This design comes from an exercise in tuning for a short achievable clock period and few clock cycles on the open sky130 flow, not from production work.
At most, simulation tests tie the RTL to the original design; equivalence was not proved.
For run 2, only the layout was checked, not whether the RTL still works.
Power and IR drop assume default switching activity.

`flow/design.v`:
```
`timescale 1ns/1ps
`timescale 1ns/1ps
`timescale 1ns/1ps
`timescale 1ns/1ps
`timescale 1ns/1ps
`timescale 1ns/1ps
`timescale 1ns/1ps
module chip8_cpu (
  input  logic        clk_in,
  input  logic        arst_n_i,
  input  logic [7:0]  rd_data_i,
  output logic [11:0] rd_addr_o,
  output logic [11:0] wr_addr_o,
  output logic [7:0]  wr_data_o,
  output logic        wr_en_o,
  output logic        halt_o
);
  localparam int IW    = 6;               
  localparam int NE    = 1 << IW;
  localparam int TW    = 12 - IW;         
  localparam int AHEAD = 32;              
  logic [11:0]   npc_q;
  logic          cv_q  [NE];
  logic [TW-1:0] ct_q  [NE];
  logic [15:0]   ci_q  [NE];
  logic [1:0]    cp_q  [NE];              
  logic          c_valid_q;
  logic [15:0]   c_ir_q;
  logic [11:0]   c_pc_q;
  logic          c_pred_q;
  logic [1:0]    c_cnt_q;
  logic [7:0]    v_q [16];
  logic [11:0]   i_q;
  logic [11:0]   stk_q [16];
  logic [3:0]    sp_q;
  logic [11:0]   ret_q;                   
  logic [11:0]   ret2_q;                  
  logic [11:0]   addr_q;                  
  logic          a_hi_q, a_lo_q;          
  logic [11:0]   a_pair_q;
  logic          d_hi_q, d_lo_q;          
  logic [11:0]   d_pair_q;
  logic [7:0]    hib_q;
  logic [11:0]   stream_q;                
  logic          halted_q;
  logic          halt_q;
  logic          wen_q;
  logic [11:0]   waddr_q;
  logic [7:0]    wdata_q;
  logic [3:0]    rem_q;
  logic          bcd_q;
  logic [7:0]    bval_q;
  logic [7:0]    sh_q [15];
  logic          pv_q;                    
  logic          pbcd_q;
  logic [3:0]    pcnt_q;
  logic [11:0]   pbase_q;
  logic [7:0]    pbval_q;
  logic [7:0]    psnap_q [16];
  assign rd_addr_o = addr_q;
  assign wr_addr_o = waddr_q;
  assign wr_data_o = wdata_q;
  assign wr_en_o   = wen_q;
  assign halt_o    = halt_q;
  function automatic logic [IW-1:0] idx_of(input logic [11:0] a);
    idx_of = a[IW:1];
  endfunction
  function automatic logic [TW-1:0] tag_of(input logic [11:0] a);
    tag_of = {a[11:IW+1], a[0]};
  endfunction
  function automatic logic [3:0] bcd_hund(input logic [7:0] v);
    if (v >= 8'd200) bcd_hund = 4'd2;
    else if (v >= 8'd100) bcd_hund = 4'd1;
    else bcd_hund = 4'd0;
  endfunction
  function automatic logic [3:0] bcd_tens(input logic [7:0] v);
    logic [7:0] t;
    t = v / 8'd10;
    bcd_tens = 4'(t % 8'd10);
  endfunction
  function automatic logic [3:0] bcd_ones(input logic [7:0] v);
    bcd_ones = 4'(v % 8'd10);
  endfunction
  wire [3:0] c_op = c_ir_q[15:12];
  wire [3:0] c_x  = c_ir_q[11:8];
  wire [3:0] c_y  = c_ir_q[7:4];
  wire [3:0] c_n  = c_ir_q[3:0];
  wire [7:0] c_kk = c_ir_q[7:0];
  wire [7:0] c_vx = v_q[c_x];
  wire [7:0] c_vy = v_q[c_y];
  wire       c_go = c_valid_q && !halted_q;
  wire       c_is_call = (c_op == 4'h2);
  wire       c_is_ret  = (c_ir_q == 16'h00EE);
  wire       c_is_st   = (c_op == 4'hF) && (c_kk == 8'h33 || c_kk == 8'h55);
  wire       c_is_skip = (c_op == 4'h3) || (c_op == 4'h4) || (c_op == 4'h5) || (c_op == 4'h9);
  wire       c_eqk  = (c_vx == c_kk);
  wire       c_eqy  = (c_vx == c_vy);
  logic      c_take;
  always_comb begin
    case (c_op)
      4'h3:    c_take = c_eqk;
      4'h4:    c_take = !c_eqk;
      4'h5:    c_take = c_eqy;
      default: c_take = !c_eqy;
    endcase
  end
  wire        c_mis   = c_go && c_is_skip && (c_take != c_pred_q);
  wire [11:0] c_pc2   = c_pc_q + 12'd2;
  wire [11:0] c_pc4   = c_pc_q + 12'd4;
  wire [11:0] c_fix   = c_take ? c_pc4 : c_pc2;
  wire [1:0]  c_cnt_up = c_take ? ((c_cnt_q == 2'd3) ? 2'd3 : c_cnt_q + 2'd1)
                                : ((c_cnt_q == 2'd0) ? 2'd0 : c_cnt_q - 2'd1);
  wire       p_start  = pv_q && (rem_q == 4'd0);            
  wire       c_stall  = c_go && c_is_st && pv_q && !p_start;
  wire       c_launch = c_go && c_is_st && !pv_q && (rem_q == 4'd0);
  wire       c_park   = c_go && c_is_st && ((pv_q && p_start) || (!pv_q && rem_q != 4'd0));
  logic        c_halt;
  logic        c_wr;
  logic        c_fw;
  logic        c_iw;
  logic [7:0]  c_res;
  logic        c_flag;
  logic [11:0] c_inext;
  wire [8:0] c_add  = {1'b0, c_vx} + {1'b0, (c_op == 4'h7) ? c_kk : c_vy};
  wire [8:0] c_subx = {1'b0, c_vx} - {1'b0, c_vy};
  wire [8:0] c_suby = {1'b0, c_vy} - {1'b0, c_vx};
  always_comb begin
    c_halt  = 1'b0;
    c_wr    = 1'b0;
    c_fw    = 1'b0;
    c_iw    = 1'b0;
    c_res   = c_kk;
    c_flag  = 1'b0;
    c_inext = c_ir_q[11:0];
    case (c_op)
      4'h0: c_halt = (c_ir_q[11:0] != 12'h0EE);
      4'h5, 4'h9: c_halt = (c_n != 4'h0);
      4'h6: c_wr = 1'b1;
      4'h7: begin
        c_wr  = 1'b1;
        c_res = c_add[7:0];
      end
      4'h8: begin
        c_wr = 1'b1;
        c_fw = 1'b1;
        case (c_n)
          4'h0: begin c_res = c_vy; c_fw = 1'b0; end
          4'h1: c_res = c_vx | c_vy;
          4'h2: c_res = c_vx & c_vy;
          4'h3: c_res = c_vx ^ c_vy;
          4'h4: begin c_res = c_add[7:0];  c_flag = c_add[8]; end
          4'h5: begin c_res = c_subx[7:0]; c_flag = !c_subx[8]; end
          4'h6: begin c_res = {1'b0, c_vx[7:1]}; c_flag = c_vx[0]; end
          4'h7: begin c_res = c_suby[7:0]; c_flag = !c_suby[8]; end
          4'hE: begin c_res = {c_vx[6:0], 1'b0}; c_flag = c_vx[7]; end
          default: begin c_wr = 1'b0; c_fw = 1'b0; c_halt = 1'b1; end
        endcase
      end
      4'hA: c_iw = 1'b1;
      4'hF: begin
        case (c_kk)
          8'h1E: begin c_iw = 1'b1; c_inext = i_q + {4'h0, c_vx}; end
          8'h33, 8'h55: ;
          default: c_halt = 1'b1;
        endcase
      end
      4'hB, 4'hC, 4'hD, 4'hE: c_halt = 1'b1;
      default: ;
    endcase
  end
  always_ff @(posedge clk_in or negedge arst_n_i) begin
    if (!arst_n_i) begin
      for (int k = 0; k < 16; k++) v_q[k] <= '0;
      i_q <= '0;
    end else if (c_go) begin
      for (int k = 0; k < 16; k++) begin
        if (c_fw && k == 15) v_q[k] <= {7'd0, c_flag};
        else if (c_wr && c_x == 4'(k)) v_q[k] <= c_res;
      end
      if (c_iw) i_q <= c_inext;
    end
  end
  always_ff @(posedge clk_in or negedge arst_n_i) begin
    if (!arst_n_i) sp_q <= '0;
    else if (c_go && c_is_call) sp_q <= sp_q + 4'd1;
    else if (c_go && c_is_ret) sp_q <= sp_q - 4'd1;
  end
  always_ff @(posedge clk_in) begin
    if (c_go && c_is_call) begin
      stk_q[sp_q] <= c_pc2;
      ret_q       <= c_pc2;
      ret2_q      <= ret_q;
    end else if (c_go && c_is_ret) begin
      ret_q  <= ret2_q;
      ret2_q <= stk_q[sp_q - 4'd3];
    end
  end
  wire [IW-1:0] f_idx = idx_of(npc_q);
  wire          f_hit = cv_q[f_idx] && (ct_q[f_idx] == tag_of(npc_q));
  wire [15:0]   f_ir  = ci_q[f_idx];
  wire [1:0]    f_cnt = cp_q[f_idx];
  wire          f_pt  = f_cnt[1];
  wire [3:0]    f_op  = f_ir[15:12];
  wire          f_skp = (f_op == 4'h3) || (f_op == 4'h4) || (f_op == 4'h5) || (f_op == 4'h9);
  wire [11:0]   f_pc2 = npc_q + 12'd2;
  wire [11:0]   f_pc4 = npc_q + 12'd4;
  wire [11:0] f_ret = (c_valid_q && c_is_call) ? c_pc2 :
                      (c_valid_q && c_is_ret)  ? ret2_q : ret_q;
  logic [11:0] f_next;
  always_comb begin
    case (f_op)
      4'h0:       f_next = f_ret;
      4'h1, 4'h2: f_next = f_ir[11:0];
      default:    f_next = (f_skp && f_pt) ? f_pc4 : f_pc2;
    endcase
  end
  wire f_issue = f_hit && !c_stall && !c_mis;
  always_ff @(posedge clk_in or negedge arst_n_i) begin
    if (!arst_n_i) begin
      npc_q     <= 12'h200;
      c_valid_q <= 1'b0;
    end else begin
      if (c_mis) npc_q <= c_fix;
      else if (f_issue) npc_q <= f_next;
      if (!c_stall) c_valid_q <= f_issue;
    end
  end
  always_ff @(posedge clk_in) begin
    if (f_issue) begin
      c_ir_q   <= f_ir;
      c_pc_q   <= npc_q;
      c_pred_q <= f_skp && f_pt;
      c_cnt_q  <= f_cnt;
    end
  end
  wire          e_wr    = d_lo_q;                   
  wire [15:0]   e_word  = {hib_q, rd_data_i};
  wire [IW-1:0] e_widx  = idx_of(d_pair_q);
  wire [11:0]   s_dist  = stream_q - npc_q;
  wire          s_go    = (s_dist <= 12'(2 * AHEAD));
  wire          f_miss  = !f_hit;
  wire          on_it   = ((a_hi_q || a_lo_q) && a_pair_q == npc_q) || (e_wr && d_pair_q == npc_q);
  wire          redir   = f_miss && !on_it;
  always_ff @(posedge clk_in or negedge arst_n_i) begin
    if (!arst_n_i) begin
      addr_q   <= 12'h200;
      a_hi_q   <= 1'b1;
      a_lo_q   <= 1'b0;
      a_pair_q <= 12'h200;
      d_hi_q   <= 1'b0;
      d_lo_q   <= 1'b0;
      d_pair_q <= 12'h200;
      stream_q <= 12'h202;
    end else begin
      d_hi_q   <= a_hi_q;
      d_lo_q   <= a_lo_q;
      d_pair_q <= a_pair_q;
      if (redir) begin
        addr_q   <= npc_q;
        a_hi_q   <= 1'b1;
        a_lo_q   <= 1'b0;
        a_pair_q <= npc_q;
        stream_q <= npc_q + 12'd2;
      end else if (a_hi_q) begin
        addr_q   <= addr_q + 12'd1;
        a_hi_q   <= 1'b0;
        a_lo_q   <= 1'b1;
      end else if (s_go) begin
        addr_q   <= stream_q;
        a_hi_q   <= 1'b1;
        a_lo_q   <= 1'b0;
        a_pair_q <= stream_q;
        stream_q <= stream_q + 12'd2;
      end else begin
        a_hi_q   <= 1'b0;
        a_lo_q   <= 1'b0;
      end
    end
  end
  always_ff @(posedge clk_in) begin
    if (d_hi_q) hib_q <= rd_data_i;
  end
  logic          u_valid_q;
  logic [IW-1:0] u_idx_q;
  logic [1:0]    u_cnt_q;
  always_ff @(posedge clk_in or negedge arst_n_i) begin
    if (!arst_n_i) u_valid_q <= 1'b0;
    else u_valid_q <= c_go && c_is_skip;
  end
  always_ff @(posedge clk_in) begin
    u_idx_q <= idx_of(c_pc_q);
    u_cnt_q <= c_cnt_up;
  end
  always_ff @(posedge clk_in or negedge arst_n_i) begin
    if (!arst_n_i) begin
      for (int k = 0; k < NE; k++) cv_q[k] <= 1'b0;
    end else if (e_wr) begin
      cv_q[e_widx] <= 1'b1;
    end
  end
  always_ff @(posedge clk_in) begin
    for (int k = 0; k < NE; k++) begin
      if (e_wr && e_widx == IW'(k)) begin
        ct_q[k] <= tag_of(d_pair_q);
        ci_q[k] <= e_word;
        cp_q[k] <= ((hib_q[7:4] == 4'h4) || (hib_q[7:4] == 4'h9)) ? 2'd2 : 2'd1;
      end else if (u_valid_q && u_idx_q == IW'(k)) begin
        cp_q[k] <= u_cnt_q;
      end
    end
  end
  always_ff @(posedge clk_in or negedge arst_n_i) begin
    if (!arst_n_i) begin
      wen_q    <= 1'b0;
      rem_q    <= '0;
      pv_q     <= 1'b0;
      halted_q <= 1'b0;
      halt_q   <= 1'b0;
    end else begin
      if (c_launch) begin
        wen_q <= 1'b1;
        rem_q <= c_kk[6] ? c_x : 4'd2;
      end else if (p_start) begin
        wen_q <= 1'b1;
        rem_q <= pcnt_q;
      end else if (rem_q != 4'd0) begin
        wen_q <= 1'b1;
        rem_q <= rem_q - 4'd1;
      end else begin
        wen_q <= 1'b0;
      end
      if (c_park) pv_q <= 1'b1;
      else if (p_start) pv_q <= 1'b0;
      if (c_go && c_halt) halted_q <= 1'b1;
      halt_q <= (halted_q || (c_go && c_halt)) && (rem_q <= 4'd1) && !pv_q;
    end
  end
  always_ff @(posedge clk_in) begin
    if (c_park) begin
      pbcd_q  <= !c_kk[6];
      pcnt_q  <= c_kk[6] ? c_x : 4'd2;
      pbase_q <= i_q;
      pbval_q <= c_vx;
      for (int k = 0; k < 16; k++) psnap_q[k] <= v_q[k];
    end
    if (c_launch) begin
      waddr_q <= i_q;
      bcd_q   <= !c_kk[6];
      bval_q  <= c_vx;
      if (c_kk[6]) begin
        wdata_q <= v_q[0];
        for (int k = 0; k < 15; k++) sh_q[k] <= v_q[k + 1];
      end else begin
        wdata_q <= {4'd0, bcd_hund(c_vx)};
      end
    end else if (p_start) begin
      waddr_q <= pbase_q;
      bcd_q   <= pbcd_q;
      bval_q  <= pbval_q;
      if (!pbcd_q) begin
        wdata_q <= psnap_q[0];
        for (int k = 0; k < 15; k++) sh_q[k] <= psnap_q[k + 1];
      end else begin
        wdata_q <= {4'd0, bcd_hund(pbval_q)};
      end
    end else if (rem_q != 4'd0) begin
      waddr_q <= waddr_q + 12'd1;
      if (bcd_q) wdata_q <= {4'd0, (rem_q == 4'd2) ? bcd_tens(bval_q) : bcd_ones(bval_q)};
      else wdata_q <= sh_q[0];
      for (int k = 0; k < 14; k++) sh_q[k] <= sh_q[k + 1];
    end
  end
endmodule
```
`flow/run.sh`:
```
#!/bin/bash
# synth_recipe.tcl (not shown) runs the flow's synth.tcl, then flattens the netlist and writes it again
# the make line also repeats each setting of config.mk as NAME=value (left out here)
make -C /OpenROAD-flow-scripts/flow DESIGN_CONFIG=/design/flow/config.mk WORK_HOME=/design/flow/orfs CLKGATE_MAP_FILE= SYNTH_SCRIPT=/design/flow/synth_recipe.tcl finish
```
`flow/config.mk`:
```
export PLATFORM = sky130hd
export DESIGN_NAME = chip8_cpu
export DESIGN_NICKNAME = chip8_cpu
export VERILOG_FILES = /design/flow/design.v
export SDC_FILE = /design/flow/constraint.sdc
export NUM_CORES = 4
export LEC_CHECK = 0
export ABC_CLOCK_PERIOD_IN_PS = 2500
export CAP_MARGIN = 20
export CORE_MARGIN = 2
export CORE_UTILIZATION = 40
export PLACE_DENSITY = 0.6
export SETUP_SLACK_MARGIN = 5
export SLEW_MARGIN = 20
export TNS_END_PERCENT = 100
```
`flow/constraint.sdc`:
```
create_clock -name core_clock -period 9.5 [get_ports {clk_in}]
set_input_delay 1.9000 -clock core_clock [delete_from_list [all_inputs] [get_ports {clk_in}]]
set_output_delay 1.9000 -clock core_clock [all_outputs]
set_load 0.01 [all_outputs]
```
==> notes.md, run 1 <==
Distinct cells, synth: 100
Final worst setup slack: 4.90 ns
Row count: 183
Fin crit period: 4.60 ns
Post-synthesis sequential area ratio: 0.701
Met3 Use GR: 0.0851
Fin crit share: 0.484
Crit path arrival time: 5.37 ns
CP Max Fanout: 12
Final Slew Violations: 0
Routed WL per cell: 36.4 µm
GP Congestion: 0.955
Syn. warnings: 8
First-pass GRT wire length: 548000 µm
GRT Util Overall: 0.309
Initial antenna violation count: 18
Met1 usage: 0.394
CTS H-tree depth: 4
Avg Vias per Cell: 6.45
Leak: 0.0408 µW
Setup repair after global routing missed its margin: yes
Largest net degree at the start of global routing: 141
Crit Path Class: register to register
Antenna Nets Post-Route: 0
Port-buffer cells: 43
Reg area: 70100 µm²
Initial core utilization: 0.402
Complex-gate fraction of the synthesized area: 0.119
Flops & latches, synth: 2383
DRT Pass-1 Iters: 8
Number of synthesized flops with an enable pin: 2093
CP Launch Type: register
Worst Path Required: 10.28 ns
Post-synthesis xor/xnor area fraction: 0.0108
Slew Limit Headroom: 0.189
Fillers: 21304
Largest family of logic cells by synthesized area: compound AO/OA/AOI/OAI gates
Synth Area in Simple Gates: 0.0900
Worst-margin pin slew: 1.21 ns
Net Count, Synth: 7291
Area growth, synth to finish: 18.5%
Chip width: 504 µm
Synth Cell Area: 99900 µm²
DP Worst Slack: 2.31 ns
Mux share of post-synthesis cell area: 0.0439
Die Y-Extent: 504 µm
Critical path's slowest cell: a222oi_1
Final HPWL DP: 230000 µm
Share of layout cells above drive strength 1: 0.196
CP peak stage delay: 0.77 ns
Clk sinks: 2383
Max Clock Freq: 0.218 GHz
Grt ovf: 0
Root buffer cell: clkbuf_16
IO Pins: 44
Max-cap violations: 0
Die area: 254000 µm²
CTS Hold Bufs: 0
Status: finished clean
Type of the worst min-delay path: register to register
Number of DRC markers in iteration 0: 12088
Asr flop ratio synth: 0.118
Mean Syn Cell Area: 13.9 µm²
Syn Inst Count: 7193
Cell Pwr Density: 252 nW/µm²
# nets final: 7665
CTS Buffer Depth: 3
Met2 GRT Util: 0.467
CP Capture Type: register
Cell Chain, Critical Path: buf_4 -> ha_4 -> buf_12 -> nand3_2 -> nor2_4 -> buf_12 -> buf_4 -> a222oi_1 -> nand3_1 -> nor4_2 -> and3_1 -> nand2b_1 -> or3_4 -> buf_4 -> buf_4 -> a31oi_1 -> o32a_1
Area occupied by multi-input gates: 29900 µm²
CORE AREA: 248000 µm²
Clk Latency, worst-skew pair: 0.93 ns
Fin. Hold Viols: 0
GR peak layer: met2
Vias in the first global route: 66701
Primary FF master, synth: edfxtp_1
CTS Buf Count: 239
Crit-path most repeated cell: buf_4
Peak supply drop: 0.000207 V
Number of remaining DRC errors: 0
Number of setup violations in the final report: 0
CTS clock-pin slew for the worst setup and hold paths: 0.07 ns
Fin Clk Skew: 0.0999 ns
CTS tree: done
Area share of fa/ha/maj cells after synthesis: 0.0114
Routed WL: 405000 µm
TNS Setup: 0 ns
Vias: 71713
Reg2reg setup slack: 4.90 ns
layout by cell type, fill, tap and decap left out, types with 41 or more instances in the layout:
| cell type | count |
|---|---|
| buf_12 | 50 |
| xnor2_1 | 64 |
| o22ai_1 | 41 |
| and3_1 | 105 |
| nor2_4 | 93 |
| edfxtp_1 | 2093 |
| a21oi_1 | 308 |
| dfrtp_1 | 263 |
| clkinv_2 | 54 |
| nor3_1 | 77 |
| buf_4 | 400 |
| mux2i_1 | 206 |
| buf_6 | 51 |
| mux4_2 | 55 |
| inv_1 | 79 |
| o21ai_0 | 364 |
| nand2b_1 | 70 |
| clkinv_1 | 58 |
| mux2_2 | 90 |
| a22oi_1 | 633 |
| clkbuf_16 | 245 |
| nor2_1 | 353 |
| nand4_1 | 131 |
| nand3_1 | 157 |
| nand2_1 | 590 |
| xor2_1 | 54 |
| ha_1 | 66 |
through the flow:
step           hold WS, ns  area, µm²  power, µW  utilization  instances
5_1_grt              0.394     118000      30600        0.476      11114
4_1_cts              0.382     117000      29100        0.469      11014
3_5_place_dp         0.369     106000      18800        0.425      10385
3_3_place_gp         0.366     106000      18800        0.425      10385
6_report             0.387     118000      29800        0.477      11125
2_1_floorplan        0.355     100000      16100            -       7193
power by group:
part	total, µW	internal [µW]	switching [µW]
Clock	9760	5460	4300
Sequential	12700	12200	501
Combinational	7320	2540	4780
Total	29800	20200	9580
Yosys cell counts, types with 30 or more instances:
cell type	number	area share
a21oi_1	339	0.017
a221oi_1	50	0.0044
a22o_1	40	0.0035
a22oi_1	644	0.048
a31oi_1	30	0.0019
and3_1	111	0.0070
buf_1	52	0.0020
buf_2	40	0.0020
clkbuf_1	328	0.012
dfrtp_1	275	0.069
edfxtp_1	2093	0.63
ha_1	83	0.010
inv_1	131	0.0049
mux2_2	91	0.010
mux2i_1	212	0.021
mux4_2	55	0.012
nand2_1	598	0.022
nand2b_1	75	0.0047
nand3_1	167	0.0084
nand4_1	131	0.0082
nor2_1	467	0.018
nor2b_1	48	0.0030
nor3_1	88	0.0044
nor4_1	49	0.0031
o21ai_0	381	0.019
o22ai_1	42	0.0026
or2_2	31	0.0019
xnor2_1	68	0.0060
xor2_1	55	0.0048
worst paths after layout:
| check | startpoint | endpoint | cells past startpoint |
|---|---|---|---|
| min in group asynchronous | arst_n_i | addr_q[11]$_DFFE_PN0P_ | 1 |
| max reg2reg | npc_q[2]$_DFFE_PN0P_ | npc_q[5]$_DFFE_PN0P_ | 17 |
| max | npc_q[2]$_DFFE_PN0P_ | npc_q[5]$_DFFE_PN0P_ | 17 |
| max in group asynchronous | arst_n_i | rem_q[3]$_DFFE_PN0N_ | 3 |
| min | a_lo_q$_DFF_PN0_ | d_lo_q$_DFF_PN0_ | 0 |
| min reg2reg | a_lo_q$_DFF_PN0_ | d_lo_q$_DFF_PN0_ | 0 |
worst max-delay path, delay by kind of cell, from the launching register on:
kind | cells | cell delay, ns
buffers and inverters | 6 | 1.00
DFF | 1 | 0.44
adders and majority gates | 1 | 0.19
AOI/OAI and AO/OA | 3 | 1.08
and+or+nand+nor | 7 | 1.73
sequential cells by signal (all words and copies together) (netlist names), 16 cells and up:
register	cells
c_ir_q	16
ci_q	1024
ct_q	384
cp_q	128
stk_q	192
sh_q	120
psnap_q	128
v_q	128
cv_q	64
timing repair:
item                                    4_1_cts  5_1_grt
cloned                                       15        8
endpoints found under the setup margin      690      151
pin swaps                                    65       89
gates resized for setup                     295      214
buffers inserted                            160       85
final cells by class:
type	instances	share of cell area
sequential	2383	0.592
multi-input combinational	4237	0.252
clock buffer	282	0.0526
timing repair buffer	568	0.0467
tap	3330	0.0352
clock inverter	172	0.0159
inverter	137	0.00471
antenna	15	0.000317
timing repair inverter	1	0.0000634
layer usage:
layer,wire (µm),up-vias,share of wire
met5,83,-,0.00020
met4,31400,12,0.077
met3,52500,1481,0.13
met2,178000,5722,0.44
met1,143000,35809,0.35
li1,-,28689,-
kinds of logic after synthesis:
family / count (synthesis)
AOI/OAI and AO/OA: 1779
xor gates and xnor gates: 123
adders and majority gates: 88
buffers and inverters: 580
DFF: 2383
muxes: 358
and+or+nand+nor: 1882
Testbench counts, summed over its fixed seeds: cycles 123,826.
==> run 2: changes to the inputs <==
--- a/flow/design.v
+++ b/flow/design.v
@@ -19,15 +19,14 @@
   localparam int NE    = 1 << IW;
   localparam int TW    = 12 - IW;         
-  localparam int AHEAD = 32;              
+  localparam int AHEAD = 16;              
   logic [11:0]   npc_q;
   logic          cv_q  [NE];
   logic [TW-1:0] ct_q  [NE];
   logic [15:0]   ci_q  [NE];
-  logic [1:0]    cp_q  [NE];              
+  logic          cp_q  [NE];              
   logic          c_valid_q;
   logic [15:0]   c_ir_q;
   logic [11:0]   c_pc_q;
   logic          c_pred_q;
-  logic [1:0]    c_cnt_q;
   logic [7:0]    v_q [16];
   logic [11:0]   i_q;
@@ -52,10 +51,4 @@
   logic [7:0]    bval_q;
   logic [7:0]    sh_q [15];
-  logic          pv_q;                    
-  logic          pbcd_q;
-  logic [3:0]    pcnt_q;
-  logic [11:0]   pbase_q;
-  logic [7:0]    pbval_q;
-  logic [7:0]    psnap_q [16];
   assign rd_addr_o = addr_q;
   assign wr_addr_o = waddr_q;
@@ -109,10 +102,6 @@
   wire [11:0] c_pc4   = c_pc_q + 12'd4;
   wire [11:0] c_fix   = c_take ? c_pc4 : c_pc2;
-  wire [1:0]  c_cnt_up = c_take ? ((c_cnt_q == 2'd3) ? 2'd3 : c_cnt_q + 2'd1)
-                                : ((c_cnt_q == 2'd0) ? 2'd0 : c_cnt_q - 2'd1);
-  wire       p_start  = pv_q && (rem_q == 4'd0);            
-  wire       c_stall  = c_go && c_is_st && pv_q && !p_start;
-  wire       c_launch = c_go && c_is_st && !pv_q && (rem_q == 4'd0);
-  wire       c_park   = c_go && c_is_st && ((pv_q && p_start) || (!pv_q && rem_q != 4'd0));
+  wire       c_stall  = c_go && c_is_st && (rem_q != 4'd0);
+  wire       c_launch = c_go && c_is_st && (rem_q == 4'd0);
   logic        c_halt;
   logic        c_wr;
@@ -199,6 +188,5 @@
   wire          f_hit = cv_q[f_idx] && (ct_q[f_idx] == tag_of(npc_q));
   wire [15:0]   f_ir  = ci_q[f_idx];
-  wire [1:0]    f_cnt = cp_q[f_idx];
-  wire          f_pt  = f_cnt[1];
+  wire          f_pt  = cp_q[f_idx];
   wire [3:0]    f_op  = f_ir[15:12];
   wire          f_skp = (f_op == 4'h3) || (f_op == 4'h4) || (f_op == 4'h5) || (f_op == 4'h9);
@@ -231,5 +219,4 @@
       c_pc_q   <= npc_q;
       c_pred_q <= f_skp && f_pt;
-      c_cnt_q  <= f_cnt;
     end
   end
@@ -237,9 +224,12 @@
   wire [15:0]   e_word  = {hib_q, rd_data_i};
   wire [IW-1:0] e_widx  = idx_of(d_pair_q);
-  wire [11:0]   s_dist  = stream_q - npc_q;
+  wire [IW-1:0] s_idx   = idx_of(stream_q);
+  wire          s_have  = cv_q[s_idx] && (ct_q[s_idx] == tag_of(stream_q));
+  wire [11:0]   s_pair  = s_have ? stream_q + 12'd2 : stream_q;
+  wire [11:0]   s_dist  = s_pair - npc_q;
   wire          s_go    = (s_dist <= 12'(2 * AHEAD));
   wire          f_miss  = !f_hit;
   wire          on_it   = ((a_hi_q || a_lo_q) && a_pair_q == npc_q) || (e_wr && d_pair_q == npc_q);
-  wire          redir   = f_miss && !on_it;
+  wire          redir   = f_miss && !on_it && !c_mis;
   always_ff @(posedge clk_in or negedge arst_n_i) begin
     if (!arst_n_i) begin
@@ -267,12 +257,13 @@
         a_lo_q   <= 1'b1;
       end else if (s_go) begin
-        addr_q   <= stream_q;
+        addr_q   <= s_pair;
         a_hi_q   <= 1'b1;
         a_lo_q   <= 1'b0;
-        a_pair_q <= stream_q;
-        stream_q <= stream_q + 12'd2;
+        a_pair_q <= s_pair;
+        stream_q <= s_pair + 12'd2;
       end else begin
         a_hi_q   <= 1'b0;
         a_lo_q   <= 1'b0;
+        stream_q <= s_pair;
       end
     end
@@ -281,15 +272,4 @@
     if (d_hi_q) hib_q <= rd_data_i;
   end
-  logic          u_valid_q;
-  logic [IW-1:0] u_idx_q;
-  logic [1:0]    u_cnt_q;
-  always_ff @(posedge clk_in or negedge arst_n_i) begin
-    if (!arst_n_i) u_valid_q <= 1'b0;
-    else u_valid_q <= c_go && c_is_skip;
-  end
-  always_ff @(posedge clk_in) begin
-    u_idx_q <= idx_of(c_pc_q);
-    u_cnt_q <= c_cnt_up;
-  end
   always_ff @(posedge clk_in or negedge arst_n_i) begin
     if (!arst_n_i) begin
@@ -304,7 +284,7 @@
         ct_q[k] <= tag_of(d_pair_q);
         ci_q[k] <= e_word;
-        cp_q[k] <= ((hib_q[7:4] == 4'h4) || (hib_q[7:4] == 4'h9)) ? 2'd2 : 2'd1;
-      end else if (u_valid_q && u_idx_q == IW'(k)) begin
-        cp_q[k] <= u_cnt_q;
+        cp_q[k] <= (hib_q[7:4] == 4'h4) || (hib_q[7:4] == 4'h9);
+      end else if (c_mis && idx_of(c_pc_q) == IW'(k)) begin
+        cp_q[k] <= c_take;
       end
     end
@@ -314,5 +294,4 @@
       wen_q    <= 1'b0;
       rem_q    <= '0;
-      pv_q     <= 1'b0;
       halted_q <= 1'b0;
       halt_q   <= 1'b0;
@@ -321,7 +300,4 @@
         wen_q <= 1'b1;
         rem_q <= c_kk[6] ? c_x : 4'd2;
-      end else if (p_start) begin
-        wen_q <= 1'b1;
-        rem_q <= pcnt_q;
       end else if (rem_q != 4'd0) begin
         wen_q <= 1'b1;
@@ -330,18 +306,9 @@
         wen_q <= 1'b0;
       end
-      if (c_park) pv_q <= 1'b1;
-      else if (p_start) pv_q <= 1'b0;
       if (c_go && c_halt) halted_q <= 1'b1;
-      halt_q <= (halted_q || (c_go && c_halt)) && (rem_q <= 4'd1) && !pv_q;
+      halt_q <= (halted_q || (c_go && c_halt)) && (rem_q <= 4'd1);
     end
   end
   always_ff @(posedge clk_in) begin
-    if (c_park) begin
-      pbcd_q  <= !c_kk[6];
-      pcnt_q  <= c_kk[6] ? c_x : 4'd2;
-      pbase_q <= i_q;
-      pbval_q <= c_vx;
-      for (int k = 0; k < 16; k++) psnap_q[k] <= v_q[k];
-    end
     if (c_launch) begin
       waddr_q <= i_q;
@@ -354,14 +321,4 @@
         wdata_q <= {4'd0, bcd_hund(c_vx)};
       end
-    end else if (p_start) begin
-      waddr_q <= pbase_q;
-      bcd_q   <= pbcd_q;
-      bval_q  <= pbval_q;
-      if (!pbcd_q) begin
-        wdata_q <= psnap_q[0];
-        for (int k = 0; k < 15; k++) sh_q[k] <= psnap_q[k + 1];
-      end else begin
-        wdata_q <= {4'd0, bcd_hund(pbval_q)};
-      end
     end else if (rem_q != 4'd0) begin
       waddr_q <= waddr_q + 12'd1;
==> run 2 against run 1 <==
Now fails the layout checks on capacitance limit, slew limit. Global-route usage rose by 8.3 points. Critical path type unchanged. Hold slack better by 0.011 ns. Clock skew is 0.0040 ns lower. Die area is 3.9% lower. Sequential power fell by 7%. Cell count grew 3.0%. Sequential cell count down 229.
==> notes.md, run 2 <==
Primary FF master, synth: edfxtp_1
FF-to-FF Start: stream_q[2]$_DFFE_PN0N_
Status: complete, but fails checks
CP Launch Type: register
Vias: 79042 (+10%)
CTS Hold Bufs: 0 (unchanged)
Final worst setup slack: 2.55 ns (-2.36 ns)
CTS Buf Count: 223 (-6.7%)
Hold-critical path depth: 0 (unchanged)
Crit path arrival time: 7.75 ns (+2.38 ns)
Area contributors post-synth: edfxtp_1 59%, dfrtp_1 7.1%, a22oi_1 3.5%
Most flops, register: ci_q
# nets final: 8168 (+6.6%)
Final HPWL DP: 296000 µm (+29%)
Type of the worst min-delay path: register to register
Flops & latches, synth: 2154 (-9.6%)
Avg Vias per Cell: 6.90 (+7.1%)
Post-synth top cells: 1874 x edfxtp_1, 775 x nand2_1, 524 x nand3_1
Failed Checks: capacitance limit, slew limit
Critical path's slowest cell: or4_4
Number of DRC markers in iteration 0: 14285 (+18%)
Commonest non-fill, non-tap cells in the layout: 1874 x edfxtp_1, 763 x nand2_1, 542 x buf_4, 496 x nand3_1, 448 x a22oi_1
Number of synthesized flops with an enable pin: 1874 (-10%)
Final Core Density: 0.493 (+0.0164)
TNS Setup: 0 ns (unchanged)
CTS H-tree depth: 4 (unchanged)
Clk sinks: 2154 (-9.6%)
CP Capture Type: register
Area growth, synth to finish: 22.4%
RR Endpoint: stream_q[3]$_DFFE_PN0N_
Worst r2r path cells: 32 (+15)
Syn Inst Count: 7555 (+5.0%)
Most frequent cell after synthesis: edfxtp_1
Dpl cells: 10617 (+2.2%)
Die Y-Extent: 494 µm (-2.0%)
CTS Buffer Depth: 3 (unchanged)
Syn. warnings: 7 (-1)
Routed WL: 492000 µm (+21%)
CTS clock-pin slew for the worst setup and hold paths: 0.07 ns (about the same)
CTS tree: done
Dominant cell type by area after synthesis: edfxtp_1
Root buffer cell: clkbuf_16
Setup repair after global routing missed its margin: yes
Layout Cells excl Fill: 11454 (+3.0%)
DRT Pass-1 Iters: 7 (-1)
Top flop regs: ci_q (1024), ct_q (384), stk_q (192)
Commonest non-fill, non-tap cell in the layout: edfxtp_1
Total power: 31300 µW (+4.9%)
IO Pins: 44 (unchanged)
Worst-margin pin slew: 1.50 ns (+0.291 ns)
Fin crit share: 0.732 (+0.248)
Leak: 0.0414 µW (+1.6%)
Synth Cell Area: 95900 µm² (-4.0%)
Initial antenna violation count: 48 (+30)
GRT Util Overall: 0.392 (+0.0832)
Slew Limit Headroom: -0.00926 (-0.199)
Row count: 179 (-2.2%)
HP Start: a_lo_q$_DFF_PN0_
Post-synthesis sequential area ratio: 0.660 (-0.0417)
Clk Latency, worst-skew pair: 0.92 ns (about the same)
Die area: 244000 µm² (-3.9%)
Distinct cells, synth: 101 (+1.0%)
First-pass GRT wire length: 647000 µm (+18%)
Cell Pwr Density: 266 nW/µm² (+5.7%)
GP Congestion: 1.05 (+10%)
Fin crit period: 6.95 ns (+2.36 ns)
Net Count, Synth: 7658 (+5.0%)
Fin Clk Skew: 0.0958 ns (-0.00404 ns)
Share of layout cells above drive strength 1: 0.235 (+0.0395)
CP peak stage delay: 0.58 ns (-0.19 ns)
CORE AREA: 238000 µm² (-4.1%)
Vias in the first global route: 72831 (+9.2%)
Port-buffer cells: 43 (unchanged)
Routed WL per cell: 42.9 µm (+18%)
Mean Syn Cell Area: 12.7 µm² (-8.6%)
Crit Path Class: register to register
Synth top area share: 0.587 (-0.0425)
Initial core utilization: 0.403 (+0.000463)
Chip width: 494 µm (-2.0%)
Max-cap violations: 1 (+1)
Fin. Hold Viols: 0 (unchanged)
Largest net degree at the start of global routing: 92 (-35%)
Worst Path Required: 10.30 ns (+0.02 ns)
Worst hold path endpoint: d_lo_q$_DFF_PN0_
Max Clock Freq: 0.144 GHz (-34%)
Peak supply drop: 0.000212 V (+2.4%)
Max FFs per register: 1024 (unchanged)
DP Worst Slack: 1.29 ns (-1.02 ns)
Reg2reg setup slack: 2.55 ns (-2.36 ns)
Antenna Nets Post-Route: 0 (unchanged)
Asr flop ratio synth: 0.130 (+0.0117)
Number of remaining DRC errors: 0 (unchanged)
Number of setup violations in the final report: 0 (unchanged)
Grt ovf: 0 (unchanged)
CP Max Fanout: 5 (-7)
Final Slew Violations: 10 (+10)
run 2: changes by cell type in the layout (fill, tap and decap cells not counted), moves of 89 or more:
cell / previous run / this run
mux2i_1: 206 / 117
nand2_1: 590 / 763
buf_4: 400 / 542
nand3_1: 157 / 496
a22oi_1: 633 / 448
o21ai_0: 364 / 224
a21oi_1: 308 / 194
edfxtp_1: 2093 / 1874
run 2: metrics by stage:
step / area [µm²] / hold WS [ns]
final: 117000 / 0.398
after global routing: 117000 / 0.407
after global placement: 102000 / 0.376
after floorplan: 96400 / 0.349
after detailed placement: 102000 / 0.380
after CTS: 115000 / 0.393
run 2: critical path, delay by kind of cell, from the launching register on:
kind | cells | cell delay [ns]
mux | 1 | 0.19
compound gates | 8 | 1.23
fa+ha+maj | 2 | 0.45
buf+inv | 7 | 1.30
simple gates | 12 | 3.04
flops | 1 | 0.39
xor+xnor | 2 | 0.26
run 2: worst max-delay path by stage:
stage | slack, ns | end | startpoint | cells past startpoint
2_1_floorplan | 3.25 | addr_q[8]$_DFFE_PN0P_ | stream_q[1]$_DFFE_PN1N_ | 30
3_5_place_dp | 1.29 | addr_q[10]$_DFFE_PN0P_ | stream_q[1]$_DFFE_PN1N_ | 25
6_report | 2.55 | stream_q[3]$_DFFE_PN0N_ | stream_q[2]$_DFFE_PN0N_ | 32
3_3_place_gp | 1.35 | addr_q[5]$_DFFE_PN0P_ | stream_q[2]$_DFFE_PN0N_ | 25
5_1_grt | 2.43 | a_pair_q[0]$_DFFE_PN0P_ | stream_q[1]$_DFFE_PN1N_ | 30
4_1_cts | 2.68 | stream_q[1]$_DFFE_PN1N_ | stream_q[1]$_DFFE_PN1N_ | 31
run 2: power breakdown:
part	leakage (µW)	switching [µW]	total (µW)	internal [µW]
Sequential	0.0208	532	11800	11200
Clock	0.00366	3980	9120	5140
Combinational	0.0170	6830	10400	3550
Total	0.0414	11300	31300	19900
run 2: kinds of logic after synthesis:
kind of cell / after synthesis / share of synthesized area
compound gates: 1685 / 0.122
fa+ha+maj: 93 / 0.0125
xor+xnor: 124 / 0.0113
simple gates: 2586 / 0.133
flops: 2154 / 0.660
mux: 244 / 0.0336
buf+inv: 669 / 0.0273
run 2: cell type report:
cell class | instances | area (µm²)
diodes | 31 | 77.6
clock buffers | 275 | 5880
clock inverters | 141 | 1680
fillers | 20605 | 121000
inverters | 152 | 646
multi-input cells | 4741 | 34100
flip-flops and latches | 2154 | 63300
well taps | 3167 | 3960
repair buffers | 793 | 7840
run 2: routing by layer:
layer	part of all wire	track usage	up-vias	wire length [µm]
met5	0.00067	0.00254	-	331
met4	0.084	0.263	42	41400
li1	-	-	30450	-
met1	0.36	0.498	39674	176000
met2	0.42	0.570	6936	208000
met3	0.13	0.127	1940	65800
run 2: repair_timing:
| item | in CTS | in global routing |
|---|---|---|
| gates cloned | 28 | 9 |
| pin swaps | 146 | 167 |
| setup buffers | 261 | 92 |
| setup endpoints to repair | 375 | 343 |
| resized for setup | 577 | 415 |

-- re-timing with driven ports --
The flow's constraints put no driver on any port. The routed layouts listed below were extracted and timed again, unchanged, in two steps.
Step 1: set_driving_cell puts a clkbuf_16 on clk_in and a buf_2 on each other input, an assumption about the parent block.
Step 2 adds t to the input delays and takes it off the output delays; t is the mean of the earliest and latest rising clock arrival at the registers after step 1. Input paths then give back, and output paths get back, about the clock's delay inside the block.
Slacks: ideal / step 1 / step 2; pairs: ideal / step 1.
run	t (ns)	setup slack, ns	pins driven straight from the clock port
run 1	0.982	4.904 / 4.904 / 4.904	1
run 2	0.966	2.549 / 2.549 / 2.549	1
